From an optimization exercise on the open Yosys and OpenROAD flow, aimed at small area; shortcuts taken in it are not production practice.
Only simulation tests tie the RTL to the original design; equivalence was not proved.
Power figures rest on the tool's default switching activity, not on a simulated workload.

[flow/config.mk]
export PLATFORM = sky130hd
export DESIGN_NAME = wb_regfile
export DESIGN_NICKNAME = wb_regfile
export VERILOG_FILES = /design/flow/design.v
export SDC_FILE = /design/flow/constraint.sdc
export NUM_CORES = 4
export LEC_CHECK = 0
export CAP_MARGIN = 10
export CORE_MARGIN = 2
export CORE_UTILIZATION = 60
export SLEW_MARGIN = 10
export SYNTH_HIERARCHICAL = 1
[flow/constraint.sdc]
create_clock -name core_clock -period 8.0 [get_ports {clk}]
set_input_delay 1.6000 -clock core_clock [delete_from_list [all_inputs] [get_ports {clk}]]
set_output_delay 1.6000 -clock core_clock [all_outputs]
set_load 0.01 [all_outputs]
[flow/design.v]
module wb_regfile (
   input  logic        clk,
   input  logic        reset,
   input  logic [31:0] Read_data_in,
   input  logic [31:0] result_in,
   input  logic [31:0] link_in,
   input  logic [4:0]  RtorRd_in,
   input  logic [1:0]  MemtoReg_in,
   input  logic        RegWr_in,
   input  logic        MemRead_in,
   input  logic [4:0]  rs_addr,
   input  logic [4:0]  rt_addr,
   output logic [31:0] rs_data,
   output logic [31:0] rt_data,
   output logic [31:0] wb_data_o,
   output logic [4:0]  wb_addr_o,
   output logic        wb_en_o,
   output logic [31:0] wb_cnt,
   output logic [31:0] load_cnt
);
   logic [31:0] wb_cnt_r;
   logic [31:0] load_cnt_r;
   logic        cnt_en_s;
   logic        cnt_ld_s;
   wb_regfile_core u_core (
      .clk          (clk),
      .reset        (reset),
      .Read_data_in (Read_data_in),
      .result_in    (result_in),
      .link_in      (link_in),
      .RtorRd_in    (RtorRd_in),
      .MemtoReg_in  (MemtoReg_in),
      .RegWr_in     (RegWr_in),
      .rs_addr      (rs_addr),
      .rt_addr      (rt_addr),
      .rs_data      (rs_data),
      .rt_data      (rt_data),
      .wb_data_o    (wb_data_o),
      .wb_addr_o    (wb_addr_o),
      .wb_en_o      (wb_en_o)
   );
   assign cnt_en_s = reset && RegWr_in && (RtorRd_in != 5'd0);
   assign cnt_ld_s = cnt_en_s && MemRead_in && (MemtoReg_in == 2'b01);
   always_ff @(posedge clk or negedge reset) begin
      if (!reset) begin
         wb_cnt_r   <= 32'd0;
         load_cnt_r <= 32'd0;
      end else begin
         if (cnt_en_s) begin
            wb_cnt_r <= wb_cnt_r + 32'd1;
         end
         if (cnt_ld_s) begin
            load_cnt_r <= load_cnt_r + 32'd1;
         end
      end
   end
   assign wb_cnt   = wb_cnt_r;
   assign load_cnt = load_cnt_r;
endmodule

package pipeline_pkg;
   localparam int XLEN   = 32;
   localparam int REG_AW = 5;
   typedef enum logic [1:0] {
      MTR_ALU  = 2'b00,
      MTR_MEM  = 2'b01,
      MTR_LINK = 2'b10,
      MTR_RSVD = 2'b11
   } mtr_sel_e;
   function automatic logic is_load_wb(input logic mem_read, input logic [1:0] mtr);
      is_load_wb = mem_read && (mtr == MTR_MEM);
   endfunction
endpackage
module rf_inv (
   input  logic a,
   output logic y
);
   assign y = ~a;
endmodule
module wb_mux
#(
   parameter int XLEN = pipeline_pkg::XLEN
) (
   input  logic [1:0]      MemtoReg_in,
   input  logic [XLEN-1:0] Read_data_in,
   input  logic [XLEN-1:0] result_in,
   input  logic [XLEN-1:0] link_in,
   output logic [XLEN-1:0] wb_data
);
   logic sel_mem_s;
   logic sel_link_s;
   logic sel_alu_s;
   assign sel_mem_s  = (MemtoReg_in == pipeline_pkg::MTR_MEM);
   assign sel_link_s = (MemtoReg_in == pipeline_pkg::MTR_LINK);
   assign sel_alu_s  = (MemtoReg_in == pipeline_pkg::MTR_ALU) ||
                       (MemtoReg_in == pipeline_pkg::MTR_RSVD);
   for (genvar b = 0; b < XLEN; b++) begin : g_bit
      logic sel_n;
      rf_aoi222 u_aoi (
         .a1 (sel_mem_s),  .a2 (Read_data_in[b]),
         .b1 (sel_link_s), .b2 (link_in[b]),
         .c1 (sel_alu_s),  .c2 (result_in[b]),
         .y  (sel_n)
      );
      rf_inv u_inv (.a (sel_n), .y (wb_data[b]));
   end
endmodule
module rf_aoi222 (
   input  logic a1, a2, b1, b2, c1, c2,
   output logic y
);
   assign y = ~((a1 & a2) | (b1 & b2) | (c1 & c2));
endmodule
module rf_nand2 (
   input  logic a, b,
   output logic y
);
   assign y = ~(a & b);
endmodule
module rf_nand3 (
   input  logic a, b, c,
   output logic y
);
   assign y = ~(a & b & c);
endmodule
module rf_nand4 (
   input  logic a, b, c, d,
   output logic y
);
   assign y = ~(a & b & c & d);
endmodule
module rf_and3 (
   input  logic a, b, c,
   output logic y
);
   assign y = a & b & c;
endmodule
module rf_and2 (
   input  logic a, b,
   output logic y
);
   assign y = a & b;
endmodule
module rf_or3 (
   input  logic a, b, c,
   output logic y
);
   assign y = a | b | c;
endmodule
module rf_rdbit (
   input  logic [31:1] sel,
   input  logic [31:1] d,
   output logic        y
);
   logic [10:0] p_n;
   logic [2:0]  q;
   for (genvar g = 0; g < 10; g++) begin : g_aoi
      rf_aoi222 u_aoi (
         .a1 (sel[3*g+1]), .a2 (d[3*g+1]),
         .b1 (sel[3*g+2]), .b2 (d[3*g+2]),
         .c1 (sel[3*g+3]), .c2 (d[3*g+3]),
         .y  (p_n[g])
      );
   end
   rf_nand2 u_n31 (.a (sel[31]), .b (d[31]), .y (p_n[10]));
   rf_nand4 u_q0 (.a (p_n[0]), .b (p_n[1]), .c (p_n[2]),  .d (p_n[3]), .y (q[0]));
   rf_nand4 u_q1 (.a (p_n[4]), .b (p_n[5]), .c (p_n[6]),  .d (p_n[7]), .y (q[1]));
   rf_nand3 u_q2 (.a (p_n[8]), .b (p_n[9]), .c (p_n[10]),              .y (q[2]));
   rf_or3   u_y  (.a (q[0]),   .b (q[1]),   .c (q[2]),                 .y (y));
endmodule
module wb_regfile_core
#(
   parameter int XLEN = pipeline_pkg::XLEN,
   parameter int NREG = 32
) (
   input  logic              clk,
   input  logic              reset,
   input  logic [XLEN-1:0]   Read_data_in,
   input  logic [XLEN-1:0]   result_in,
   input  logic [XLEN-1:0]   link_in,
   input  logic [pipeline_pkg::REG_AW-1:0] RtorRd_in,
   input  logic [1:0]        MemtoReg_in,
   input  logic              RegWr_in,
   input  logic [pipeline_pkg::REG_AW-1:0] rs_addr,
   input  logic [pipeline_pkg::REG_AW-1:0] rt_addr,
   output logic [XLEN-1:0]   rs_data,
   output logic [XLEN-1:0]   rt_data,
   output logic [XLEN-1:0]   wb_data_o,
   output logic [pipeline_pkg::REG_AW-1:0] wb_addr_o,
   output logic              wb_en_o
);
   localparam logic [pipeline_pkg::REG_AW-1:0] ZERO_ADDR = {pipeline_pkg::REG_AW{1'b0}};
   logic [XLEN-1:0] regs_r [1:31];
   logic [31:1]     valid_r;
   logic [XLEN-1:0] wb_data_s;
   logic            wb_en_s;
   logic [3:0]      wr_lo;
   logic [7:0]      wr_hi;
   logic [3:0]      rs_lo;
   logic [7:0]      rs_hi;
   logic [3:0]      rt_lo;
   logic [7:0]      rt_hi;
   logic [31:1]     wr_set_s;
   logic [31:1]     wr_sel_s [2];
   logic [31:1]     rs_sel_s [2];
   logic [31:1]     rt_sel_s [2];
   logic [31:1]     bit_s [XLEN];
   wb_mux #(
      .XLEN (XLEN)
   ) u_wb_mux (
      .MemtoReg_in  (MemtoReg_in),
      .Read_data_in (Read_data_in),
      .result_in    (result_in),
      .link_in      (link_in),
      .wb_data      (wb_data_s)
   );
   assign wb_en_s = reset && RegWr_in && (RtorRd_in != ZERO_ADDR);
   always_comb begin
      for (int k = 0; k < 4; k++) begin
         wr_lo[k]   = RegWr_in && (RtorRd_in[1:0] == 2'(k));
         rs_lo[k]   = (rs_addr[1:0] == 2'(k));
         rt_lo[k]   = (rt_addr[1:0] == 2'(k));
      end
      for (int j = 0; j < 8; j++) begin
         wr_hi[j]   = (RtorRd_in[4:2] == 3'(j));
         rs_hi[j]   = (rs_addr[4:2] == 3'(j));
         rt_hi[j]   = (rt_addr[4:2] == 3'(j));
      end
      for (int i = 1; i < 32; i++) begin
         wr_set_s[i] = wr_lo[i % 4] && wr_hi[i / 4];
      end
   end
   for (genvar h = 0; h < 2; h++) begin : g_half
      for (genvar i = 1; i < 32; i++) begin : g_reg
         rf_and2 u_wr (.a (wr_lo[i % 4]), .b (wr_hi[i / 4]), .y (wr_sel_s[h][i]));
         rf_and3 u_rs (.a (valid_r[i]), .b (rs_lo[i % 4]), .c (rs_hi[i / 4]), .y (rs_sel_s[h][i]));
         rf_and3 u_rt (.a (valid_r[i]), .b (rt_lo[i % 4]), .c (rt_hi[i / 4]), .y (rt_sel_s[h][i]));
      end
   end
   always_ff @(posedge clk or negedge reset) begin
      if (!reset) begin
         valid_r <= '0;
      end else begin
         valid_r <= valid_r | wr_set_s;
      end
   end
   always_ff @(posedge clk) begin
      for (int i = 1; i < 32; i++) begin
         if (wr_sel_s[0][i]) begin
            regs_r[i][XLEN/2-1:0] <= wb_data_s[XLEN/2-1:0];
         end
         if (wr_sel_s[1][i]) begin
            regs_r[i][XLEN-1:XLEN/2] <= wb_data_s[XLEN-1:XLEN/2];
         end
      end
   end
   for (genvar b = 0; b < XLEN; b++) begin : g_bit
      for (genvar i = 1; i < 32; i++) begin : g_col
         assign bit_s[b][i] = regs_r[i][b];
      end
      rf_rdbit u_rs (.sel (rs_sel_s[b / (XLEN/2)]), .d (bit_s[b]), .y (rs_data[b]));
      rf_rdbit u_rt (.sel (rt_sel_s[b / (XLEN/2)]), .d (bit_s[b]), .y (rt_data[b]));
   end
   assign wb_data_o = wb_data_s;
   assign wb_addr_o = RtorRd_in;
   assign wb_en_o   = wb_en_s;
endmodule
[flow/flow/run.sh]
#!/bin/bash
# Layout flow: the standard ORFS flow (standard.sh), with these changes in
# how the layout is built:
#  - port buffers are the smallest buffer (buf_1) instead of the default pick;
#  - CTS uses clkbuf_8 with sink clusters of up to 17 and inserts no dummy loads.
# Each tool's full output goes to a log file in this folder.
set -e
export BUFFER_PORTS_ARGS="-buffer_cell sky130_fd_sc_hd__buf_1"
export CTS_ARGS="-sink_clustering_enable -repair_clock_nets -dont_use_dummy_load -buf_list {sky130_fd_sc_hd__clkbuf_8} -sink_clustering_size 17 -sink_clustering_max_diameter 60"
bash standard.sh > standard_flow.log 2>&1
[flow/standard.sh]
#!/bin/bash
# synth_recipe.tcl (not shown) runs the flow's synth.tcl, then flattens the netlist and writes it again
# the make line also repeats each setting of config.mk as NAME=value (left out here)
make -C /OpenROAD-flow-scripts/flow DESIGN_CONFIG=/design/flow/config.mk WORK_HOME=/design/flow/orfs CLKGATE_MAP_FILE= SYNTH_SCRIPT=/design/flow/synth_recipe.tcl "${@:-finish}"
==> results of run 1 <==
worst reg2reg max path, cell delays in order (launching register included):
cell and delay, ns:
dfrtp_1 0.48, nand4_1 0.17, or3_1 0.46, nor4_2 0.94, nand4_1 0.22, xnor2_1 0.18
per-module statistics from Yosys, one instance, submodules excluded, a selection:
module | copies in the design | cells
rf_aoi222 | 672 | 1
rf_nand3 | 64 | 1
rf_nand2 | 64 | 1
wb_regfile | 1 | 252
rf_nand4 | 128 | 1
rf_and2 | 62 | 1
report_power, final:
| part | internal, mW | switching (mW) | leakage (nW) | total (mW) |
|---|---|---|---|---|
| registers | 6.42 | 0.119 | 9.79 | 6.54 |
| clock network | 0.888 | 1.67 | 0.568 | 2.56 |
| logic | 0.252 | 0.698 | 4.74 | 0.950 |
routing by layer:
metal,part of all wire [%],global-route usage (%),up-vias
li1,-,-,12900
met1,34,53.7,16400
met2,45,60.1,3339
met3,15,9.51,539
met4,6.8,23.5,4
met5,0.052,0.642,-
sequential cells by signal, summed over array words and instances, names as in the netlist:
name / flops
load_cnt_r: 32
u_core.regs_r: 992
u_core.valid_r: 31
wb_cnt_r: 32
logic make-up (layout without fill, tap and decap cells):
family / Yosys count / count (layout)
other: 0 / 11
XOR/XNOR: 62 / 62
flip-flops: 1087 / 1087
AND/OR/NAND/NOR: 659 / 659
adder cells (fa/ha/maj): 4 / 4
multiplexers: 2 / 2
buffers and inverters: 57 / 446
AO/OA/AOI/OAI: 704 / 704
metrics by stage:
step / cell area, um2 / hold slack, ns
after floorplan: 43800 / 0.462
after global placement: 46300 / 0.459
after detailed placement: 46300 / 0.473
after CTS: 47400 / 0.487
after global routing: 47400 / 0.513
final: 47400 / 0.480
Yosys cell counts (2+ instances only):
library cell,instances,share of area (%)
nand3_1,87,0.99
buf_2,2,0.023
xnor2_1,52,1.0
and4_1,4,0.080
nor3_1,13,0.15
nor3b_2,3,0.086
nor2b_1,4,0.057
or4_4,2,0.051
inv_1,48,0.41
nor4_1,4,0.057
or4_1,2,0.034
or3_1,69,0.99
xor2_1,9,0.18
nor3b_1,7,0.12
and3b_1,3,0.060
dfrtp_1,95,5.4
nand3b_1,5,0.086
nand2_1,92,0.79
edfxtp_1,992,68
o21bai_1,16,0.27
a21o_1,15,0.26
mux2_2,2,0.051
ha_1,4,0.11
and3_1,131,1.9
nand4_1,148,2.1
and2_1,64,0.91
nor2_1,17,0.15
a222oi_1,672,15
buf_4,5,0.086
nor4_2,2,0.057
cell type report:
cell class | count | area (um2) | share of cell area, %
sequential | 1087 | 32200 | 67.9
tap | 959 | 1200 | 2.53
clock buffer | 79 | 1090 | 2.29
multi-input combinational | 1431 | 11400 | 24.0
antenna | 11 | 27.5 | 0.0581
inverter | 49 | 184 | 0.388
timing repair buffer | 318 | 1330 | 2.81
placed cells by master (no fill, tap or decap), types with 9 or more instances in the layout:
| cell | synthesis | layout |
|---|---|---|
| nor2_1 | 17 | 17 |
| nor3_1 | 13 | 13 |
| nand3_1 | 87 | 87 |
| a222oi_1 | 672 | 672 |
| clkbuf_8 | 0 | 79 |
| and3_1 | 131 | 131 |
| edfxtp_1 | 992 | 992 |
| o21bai_1 | 16 | 16 |
| and2_1 | 64 | 64 |
| nand4_1 | 148 | 148 |
| or3_1 | 69 | 69 |
| inv_1 | 48 | 48 |
| nand2_1 | 92 | 92 |
| buf_1 | 0 | 281 |
| buf_4 | 5 | 36 |
| xor2_1 | 9 | 9 |
| diode_2 | 0 | 11 |
| xnor2_1 | 52 | 52 |
| a21o_1 | 15 | 15 |
| dfrtp_1 | 95 | 95 |
how the worst max path moves through the flow:
stage	from	endpoint	depth (start not counted)
after floorplan	rs_addr[0]	rs_data[0]	5
after detailed placement	rt_addr[1]	rt_data[4]	7
after global routing	rs_addr[3]	rs_data[4]	7
after global placement	rt_addr[1]	rt_data[4]	7
final	rt_addr[0]	rt_data[16]	7
after CTS	rt_addr[1]	rt_data[4]	7
==> impl_metrics.yaml, run 1 <==
run_status:
  status: "failed layout checks"
  failed_checks: "max-capacitance violations, max-slew violations"
clocking:
  cts_hold_buf: 0
  numCtsBuffers: 79
  post_cts_buffers: 0
  htree_num_levels: 3
  clkTransAtPathRegs_ns: 0.09
  cts_sinks: 1087
  cts_root_buf: "clkbuf_8"
  cts_tree: "built"
  clk_path_buf_depth: 3
  clock_latency_ns: 0.72
  cts_resized: 0
drt:
  dr.first_iter.drc_count: 7869
  vias: 33100
  drt_wl_total_um: 155000
  drcViolationCount: 0
  ant_nets: 0
  viasPerCell: 8.42
  firstDrtPassIters: 14
  wl_per_cell_um: 39.3
worst_hold_path:
  hold_path_class: "reg2reg"
  min_to: "wb_cnt_r[31]"
  hold_depth: 1
  min_from: "wb_cnt_r[31]"
global_routing:
  grt_pass1_wl_um: 213000
  antenna_found_initial: 9
  grt_remaining_overflow: 0
  grt_max_degree: 54
  grt_pass1_vias: 31000
  grt_usage_pct: 40.0
critical_path:
  crit_chain: "buf_1 > nor2b_1 > and3_1 > a222oi_1 > nand4_1 > or3_1 > buf_1"
  worstPathRequired_ns: 6.40
  crit_path_end_kind: "primary output"
  critical_path.slowest_cell: "nor2b_1"
  crit_fanout: 16
  reg2reg_to: "wb_cnt_r[18]"
  r2r_start: "wb_cnt_r[5]"
  arrival_ns: 5.04
  rrSetupSlack_ns: 5.39
  crit_top_cell: "buf_1"
  cp-start-kind: "input port"
  critPathMaxStageDelay_ns: 1.18
  r2r_cells: 5
  worst-path-buf-inv: 2
  critical_path_class: "in2out"
  critPathTopFamily: "simple AND/OR/NAND/NOR gates"
sta:
  fmax_mhz: 151
  fin_ws_ns: 1.36
  tns_ns: 0
  setup_viol: 0
  worst_pin_slew_ns: 1.51
  rsz0062_at_grt: "no"
  period_minus_slack_ns: 6.64
  final_hold_viol_count: 0
  finalMaxSlewViolations: 17
  slew_headroom_pct: -0.957
  clock_skew_ns: 0.0385
  finalCritPeriodShare_pct: 83.0
final_layout:
  drive_gt1_share_pct: 4.42
  area_delta_synth_final_pct: 8.22
  nFillCells: 5220
  final_cells: 3934
  fin_nets: 3087
  final_core_util_pct: 65.3
place:
  gp_congestion: 0.961
  dpl.hpwl_um: 94600
  dp_cells: 3843
  port_buffers: 282
  pre_cts_ws_ns: 1.69
die:
  core_area_um2: 72600
  initial_utilization_pct: 60.3
  die_area_um2: 75200
  rows: 99
  die_h_um: 274
  io_pins: 283
  die_w_um: 274
yosys:
  synth_area_um2: 43800
  synth_seq_cells: 1087
  muxShareOfSynthArea_pct: 0.0514
  avgSynthCellArea_um2: 17.0
  synthArstFlopShare_pct: 8.74
  synthSimpleGateAreaFrac_pct: 8.69
  yosysWarnings: 15
  synthCells: 2575
  yosysSeqAreaShare_pct: 73.4
  synth_edf_count: 992
  synth_compound_area_share_pct: 15.9
  synth.net_count: 2696
  synthAdderAreaFrac_pct: 0.114
  synth-main-ff-cell: "edfxtp_1"
  ys_types: 36
  synth_top_family_by_area: "compound AO/OA/AOI/OAI gates"
  synthXorXnorAreaFrac_pct: 1.26
pwr:
  leakagePower_nw: 15.1
  power_mw: 10.0
  p_per_area_nw_per_um2: 212
  irDropWorstVdd_v: 0.000182
flow_run:
  maxCapViolations: 1
==> run 2, diff against run 1 <==
--- a/flow/config.mk
+++ b/flow/config.mk
@@ -7,6 +7,6 @@
 export LEC_CHECK = 0
-export CAP_MARGIN = 10
+export CAP_MARGIN = 20
 export CORE_MARGIN = 2
 export CORE_UTILIZATION = 60
-export SLEW_MARGIN = 10
+export SLEW_MARGIN = 20
 export SYNTH_HIERARCHICAL = 1
==> run 2 against run 1 <==
Against the previous run:
- the run now finishes clean
- register-to-register slack gained 0.39 ns
- design area is 0.23% higher
- cell count increased by 0.23%
- core utilization is 0.15 points higher
- via count grew 0.23%
- power is 0.42% higher
- hold slack improved by 0.00069 ns
- global-route usage hardly changed
- count of clock-buffer cells in the layout is 1 higher
- routed wire length hardly changed
- clock skew is 0.0026 ns lower
==> impl_metrics.yaml, run 2 <==
critical_path:
  worst-path-buf-inv: 2
  r2r_cells: 5
  critPathTopFamily: "simple AND/OR/NAND/NOR gates"
  crit_top_cell: "buf_1"
  critical_path.slowest_cell: "and3_1"
  crit_fanout: 16
  r2r_start: "wb_cnt_r[9]"
  cp-start-kind: "input port"
  worstPathRequired_ns: 6.40
  arrival_ns: 4.85
  crit_chain: "buf_1 > nor3b_1 > and3_1 > a222oi_1 > nand4_1 > or3_1 > buf_1"
  reg2reg_to: "wb_cnt_r[18]"
  rrSetupSlack_ns: 5.78
  critPathMaxStageDelay_ns: 0.96
  cp.depth: 7
  critical_path_class: "in2out"
  crit_path_end_kind: "primary output"
drt:
  vias: 33200
  drcViolationCount: 0
  drt_wl_total_um: 155000
  wl_per_cell_um: 39.2
  ant_nets: 0
  firstDrtPassIters: 14
  dr.first_iter.drc_count: 7930
  viasPerCell: 8.42
worst_hold_path:
  hold_depth: 1
  min_from: "wb_cnt_r[31]"
  hold_path_class: "reg2reg"
  min_to: "wb_cnt_r[31]"
global_routing:
  grt_usage_pct: 40.0
  grt_pass1_vias: 31100
  grt_max_degree: 54
  grt_remaining_overflow: 0
  grt_pass1_wl_um: 214000
  antenna_found_initial: 8
pwr:
  swShare_pct: 24.9
  p_per_area_nw_per_um2: 212
  irDropWorstVdd_v: 0.000166
  p_comb_share_pct: 9.5
  p_clk_share_pct: 25.7
  leakagePower_nw: 15.1
  internal-power_mw: 7.57
  seqPwrFrac_pct: 64.8
  power_mw: 10.1
  switching_power_mw: 2.52
clocking:
  htree_num_levels: 3
  cts_root_buf: "clkbuf_8"
  cts_resized: 0
  cts_tree: "built"
  cts_sinks: 1087
  post_cts_buffers: 0
  cts_hold_buf: 0
  clock_latency_ns: 0.70
  clkTransAtPathRegs_ns: 0.09
  clk_path_buf_depth: 3
  numCtsBuffers: 80
sta:
  fmax_mhz: 155
  period_minus_slack_ns: 6.45
  final_hold_viol_count: 0
  finalMaxSlewViolations: 0
  clock_skew_ns: 0.0359
  setup_viol: 0
  finalCritPeriodShare_pct: 80.6
  fin_ws_ns: 1.55
  worst_pin_slew_ns: 1.27
  slew_headroom_pct: 15.2
  tns_ns: 0
  rsz0062_at_grt: "no"
flow_run:
  maxCapViolations: 0
final_layout:
  area_delta_synth_final_pct: 8.47
  largest_reg_flops: 992
  nFillCells: 5215
  layout_common_cells: "992 x edfxtp_1, 672 x a222oi_1, 281 x buf_1"
  drive_gt1_share_pct: 4.89
  stdcell_area_um2: 47500
  top_regs: "u_core.regs_r (992), load_cnt_r (32), wb_cnt_r (32)"
  top_register: "u_core.regs_r"
  fin_nets: 3091
  layout_commonest_cell: "edfxtp_1"
  final_cells: 3943
place:
  gp_congestion: 0.961
  dp_cells: 3843
  place_area_um2: 46300
  port_buffers: 282
  dpl.hpwl_um: 94700
  pre_cts_ws_ns: 1.72
yosys:
  synthTopCellsByArea: "edfxtp_1 68%, a222oi_1 15%, dfrtp_1 5.4%"
  synthArstFlopShare_pct: 8.74
  synth_edf_count: 992
  synth_common_cells: "992 x edfxtp_1, 672 x a222oi_1, 148 x nand4_1, 131 x and3_1, 95 x dfrtp_1"
  ys_types: 36
  yosysWarnings: 15
  synth-main-ff-cell: "edfxtp_1"
  avgSynthCellArea_um2: 17.0
  synth.net_count: 2696
  synth_area_um2: 43800
  synth.largest_area_cell: "edfxtp_1"
  yosysTopAreaCellShare_pct: 68.0
  synthCells: 2575
  yosysMostFrequentCell: "edfxtp_1"
  synth_seq_cells: 1087
  yosysSeqAreaShare_pct: 73.4
die:
  initial_utilization_pct: 60.3
  core_area_um2: 72600
  rows: 99
  io_pins: 283
  die_h_um: 274
  die_w_um: 274
  die_area_um2: 75200
run_status:
  status: "timing/DRC/antenna clean"
run 2: cell counts after synthesis:
No cell type changed its count.
run 2: area by class of cell:
| cell class | instances | area, um2 | share of cell area (%) |
|---|---|---|---|
| repair buffers | 321 | 1390 | 2.93 |
| diodes | 16 | 40.0 | 0.0843 |
| multi-input cells | 1431 | 11400 | 24.0 |
| flip-flops and latches | 1087 | 32200 | 67.7 |
| well taps | 959 | 1200 | 2.53 |
| inverters | 49 | 184 | 0.387 |
| clock buffers | 80 | 1100 | 2.32 |
run 2: cell families (layout without fill, tap and decap cells):
logic type      count (synthesis)  in the layout  share of synthesized area [%]
xor+xnor                       62             62                           1.26
compound gates                704            704                           15.9
flops                        1087           1087                           73.4
simple gates                  659            659                           8.69
buf+inv                        57            450                          0.537
fa+ha+maj                       4              4                          0.114
other cells                     0             16                              0
mux                             2              2                         0.0514
run 2: metal layers:
metal / wire, um / vias up / GRT usage (%)
li1: - / 12900 / -
met1: 51800 / 16400 / 53.8
met2: 67900 / 3359 / 59.3
met3: 23600 / 562 / 10.1
met4: 11200 / 4 / 24.4
met5: 28 / - / 0
run 2: worst reg2reg max path, cell delays in order, from the launching register on:
cell and delay [ns]:
dfrtp_1 0.45, nand4_1 0.21, or3_1 0.47, nor4_4 0.57, nand4_1 0.20, xnor2_1 0.16
run 2: Yosys stat by module (local to each module, per instance), a selection:
module           flops+latches  times used  cell area (um2)
wb_regfile_core           1023           1            31100
rf_nand2                     0          64             3.75
rf_aoi222                    0         672             10.0
rf_and3                      0         124             6.26
rf_nand3                     0          64             5.00
rf_and2                      0          62             6.26
rf_or3                       0          64             6.26
rf_nand4                     0         128             6.26
wb_regfile                  64           1             2850
rf_inv                       0          32             3.75
run 2: power by group through the flow:
stage | Clock (mW) | Combinational [mW] | Sequential, mW
finish | 2.59 | 0.959 | 6.54
CTS | 2.60 | 0.916 | 6.53
floorplan | 0 | 0.442 | 6.62
detailed placement | 0 | 0.915 | 6.66
global route | 2.80 | 0.985 | 6.55
global placement | 0 | 0.890 | 6.65
run 2: worst max path at each step:
stage,startpoint,endpoint,slack [ns]
3_5_place_dp,rt_addr[0],rt_data[28],1.72
2_1_floorplan,rs_addr[0],rs_data[0],3.40
6_report,rs_addr[3],rs_data[28],1.55
4_1_cts,rt_addr[0],rt_data[28],1.72
5_1_grt,rs_addr[3],rs_data[4],1.54
3_3_place_gp,rt_addr[1],rt_data[4],1.73
run 2: stage by stage:
stage,util (%),hold WS [ns]
2_1_floorplan,-,0.462
3_3_place_gp,63.7,0.459
3_5_place_dp,63.8,0.472
4_1_cts,65.3,0.487
5_1_grt,65.4,0.503
6_report,65.4,0.481
==> run 3, diff against run 2 <==
--- a/flow/config.mk
+++ b/flow/config.mk
@@ -7,6 +7,6 @@
 export LEC_CHECK = 0
-export CAP_MARGIN = 20
+export CAP_MARGIN = 15
 export CORE_MARGIN = 2
 export CORE_UTILIZATION = 60
-export SLEW_MARGIN = 20
+export SLEW_MARGIN = 15
 export SYNTH_HIERARCHICAL = 1
==> run 3 against run 2 <==
Against the previous run:
- design area shrank 0.18%
- non-clock buffer count shrank 2
- critical path type unchanged
- critical endpoint is now rs_data[4]
- clock power is essentially flat
- still clean
- clock skew grew 0.017 ns
- largest cell class unchanged
- sequential power is essentially flat
- flip-flop and latch count is the same
==> impl_metrics.yaml, run 3 <==
clocking:
  htree_num_levels: 3
  cts_sinks: 1087
  clock_latency_ns: 0.73
  clkTransAtPathRegs_ns: 0.09
  cts_resized: 0
  cts_tree: "built"
  clk_path_buf_depth: 3
  numCtsBuffers: 79
  cts_root_buf: "clkbuf_8"
  post_cts_buffers: 0
  cts_hold_buf: 0
yosys:
  yosysMostFrequentCell: "edfxtp_1"
  ys_types: 36
  synth_area_um2: 43800
  avgSynthCellArea_um2: 17.0
  yosysWarnings: 15
  synth_common_cells: "992 x edfxtp_1, 672 x a222oi_1, 148 x nand4_1, 131 x and3_1, 95 x dfrtp_1"
  synthTopCellsByArea: "edfxtp_1 68%, a222oi_1 15%, dfrtp_1 5.4%"
  synthArstFlopShare_pct: 8.74
  synth_seq_cells: 1087
  yosysTopAreaCellShare_pct: 68.0
  synth_edf_count: 992
  synth.largest_area_cell: "edfxtp_1"
  synth-main-ff-cell: "edfxtp_1"
  synth.net_count: 2696
  yosysSeqAreaShare_pct: 73.4
  synthCells: 2575
place:
  pre_cts_ws_ns: 1.70
  dpl.hpwl_um: 94600
  place_area_um2: 46300
  port_buffers: 282
  gp_congestion: 0.961
global_routing:
  grt_pass1_wl_um: 214000
  antenna_found_initial: 8
  grt_usage_pct: 40.1
  grt_remaining_overflow: 0
  grt_pass1_vias: 31100
  grt_max_degree: 54
sta:
  worst_pin_slew_ns: 1.32
  hold_ws_ns: 0.477
  finalCritPeriodShare_pct: 81.1
  fmax_mhz: 154
  rsz0062_at_grt: "no"
  clock_skew_ns: 0.0527
  slew_headroom_pct: 11.7
  period_minus_slack_ns: 6.49
  final_hold_viol_count: 0
  tns_ns: 0
  fin_ws_ns: 1.51
  setup_viol: 0
  finalMaxSlewViolations: 0
critical_path:
  crit_path_end_kind: "primary output"
  crit_fanout: 16
  worstPathRequired_ns: 6.40
  critical_path_class: "in2out"
  arrival_ns: 4.89
  cp-start-kind: "input port"
final_layout:
  area.sequential_um2: 32200
  top_regs: "u_core.regs_r (992), load_cnt_r (32), wb_cnt_r (32)"
  largest_reg_flops: 992
  layout_commonest_cell: "edfxtp_1"
  stdcell_area_um2: 47400
  top_register: "u_core.regs_r"
  nFillCells: 5272
  fin_nets: 3088
  area_delta_synth_final_pct: 8.28
  drive_gt1_share_pct: 4.55
  multi_input_area_um2: 11400
  layout_common_cells: "992 x edfxtp_1, 672 x a222oi_1, 281 x buf_1"
drt:
  vias: 33100
  drt_wl_total_um: 155000
  dr.first_iter.drc_count: 8247
  firstDrtPassIters: 14
  viasPerCell: 8.43
  wl_per_cell_um: 39.4
  ant_nets: 0
  drcViolationCount: 0
die:
  die_area_um2: 75200
  io_pins: 283
  die_w_um: 274
  core_area_um2: 72600
  rows: 99
  die_h_um: 274
  initial_utilization_pct: 60.3
worst_hold_path:
  hold_path_class: "reg2reg"
pwr:
  power_mw: 10.1
  p_per_area_nw_per_um2: 212
  leakagePower_nw: 15.1
  irDropWorstVdd_v: 0.000161
flow_run:
  maxCapViolations: 0
run_status:
  status: "timing/DRC/antenna clean"
[run 3: cell counts after synthesis]
Identical to the previous run, type by type.
[run 3: path summary, 6_finish.rpt]
check | startpoint | endpoint | slack (ns) | cells after the start
hold reg to reg | wb_cnt_r[31] | wb_cnt_r[31] | 0.48 | 1
min in group asynchronous | reset | wb_cnt_r[11] | 0.89 | 1
max in group asynchronous | reset | wb_cnt_r[22] | 5.89 | 2
hold / removal | wb_cnt_r[31] | wb_cnt_r[31] | 0.48 | 1
setup / recovery | rs_addr[2] | rs_data[4] | 1.51 | 7
setup reg to reg | load_cnt_r[7] | load_cnt_r[15] | 5.63 | 5
[run 3: area by class of cell]
type                    instances  share of cell area [%]
flip-flops and latches       1087                    67.8
well taps                     959                    2.53
inverters                      49                   0.388
repair buffers                319                    2.87
multi-input cells            1431                    24.1
clock buffers                  79                    2.29
diodes                          7                  0.0369
[run 3: kinds of logic after synthesis]
kind of cell	share of synthesized area, %
buf+inv	0.537
simple gates	8.69
compound gates	15.9
mux	0.0514
xor+xnor	1.26
flops	73.4
fa+ha+maj	0.114
[run 3: report_power, final]
| part | switching [mW] | internal, mW | leakage [nW] | total, mW |
|---|---|---|---|---|
| clock | 1.68 | 0.888 | 0.568 | 2.57 |
| combinational | 0.698 | 0.255 | 4.75 | 0.953 |
| sequential | 0.118 | 6.42 | 9.79 | 6.54 |
[run 3: worst max-delay path, stage by stage]
cell and delay, ns:
buf_1 0.25, nor3b_1 0.96, and3_1 0.97, a222oi_1 0.29, nand4_1 0.41, or3_1 0.21, buf_1 0.19
[run 3: modules after synthesis, one instance, submodules excluded, excerpt]
module / cells inside / cell area (um2) / flops+latches / times used
wb_regfile_core: 1109 / 31100 / 1023 / 1
wb_regfile: 252 / 2850 / 64 / 1
rf_aoi222: 1 / 10.0 / 0 / 672
rf_and2: 1 / 6.26 / 0 / 62
rf_and3: 1 / 6.26 / 0 / 124
rf_nand4: 1 / 6.26 / 0 / 128
rf_or3: 1 / 6.26 / 0 / 64
rf_nand3: 1 / 5.00 / 0 / 64
rf_inv: 1 / 3.75 / 0 / 32
rf_nand2: 1 / 3.75 / 0 / 64
[run 3: metal layers]
metal	share of wire (%)	vias to the layer above	wire, um	track usage [%]
li1	-	12900	-	-
met1	33	16300	51500	54.1
met2	44	3409	68500	60.0
met3	15	559	23600	9.67
met4	7.1	4	11000	23.6
met5	0.020	-	31	0
[run 3: per-stage QoR]
step	std cells	util, %
floorplan	2575	-
global placement	3843	63.7
detailed placement	3843	63.7
CTS	3922	65.2
global route	3927	65.3
finish	3931	65.3

-- separate check: timing with driven ports --
How much do the figures lean on ideal ports? The routed layouts below were timed once more, with nothing changed but the port constraints. Step 1, drivers: a clkbuf_16 drives clk and a buf_2 each remaining input, both assumed. Step 2 adds t to the input delays and takes it off the output delays; t is the mean of the earliest and latest rising clock arrival at the registers after step 1. Input paths then give back, and output paths get back, about the clock's delay inside the block. Slacks: ideal ports / drivers / drivers and shift; pairs: ideal ports / drivers.
| run | t, ns | slack for setup (ns) | clock arrival spread, ns | slew at the worst register clock pin (ns) |
|---|---|---|---|---|
| run 1 | 0.766 | 1.358 / 1.214 / 1.214 | 0.085 / 0.085 | 0.11 / 0.11 |
| run 2 | 0.772 | 1.552 / 1.443 / 1.443 | 0.074 / 0.073 | 0.11 / 0.11 |
| run 3 | 0.771 | 1.510 / 1.396 / 1.396 | 0.066 / 0.066 | 0.11 / 0.11 |
For run 1, which loses most, drivers alone change the setup slack by -0.144 ns; drivers and shift together by -0.144 ns.
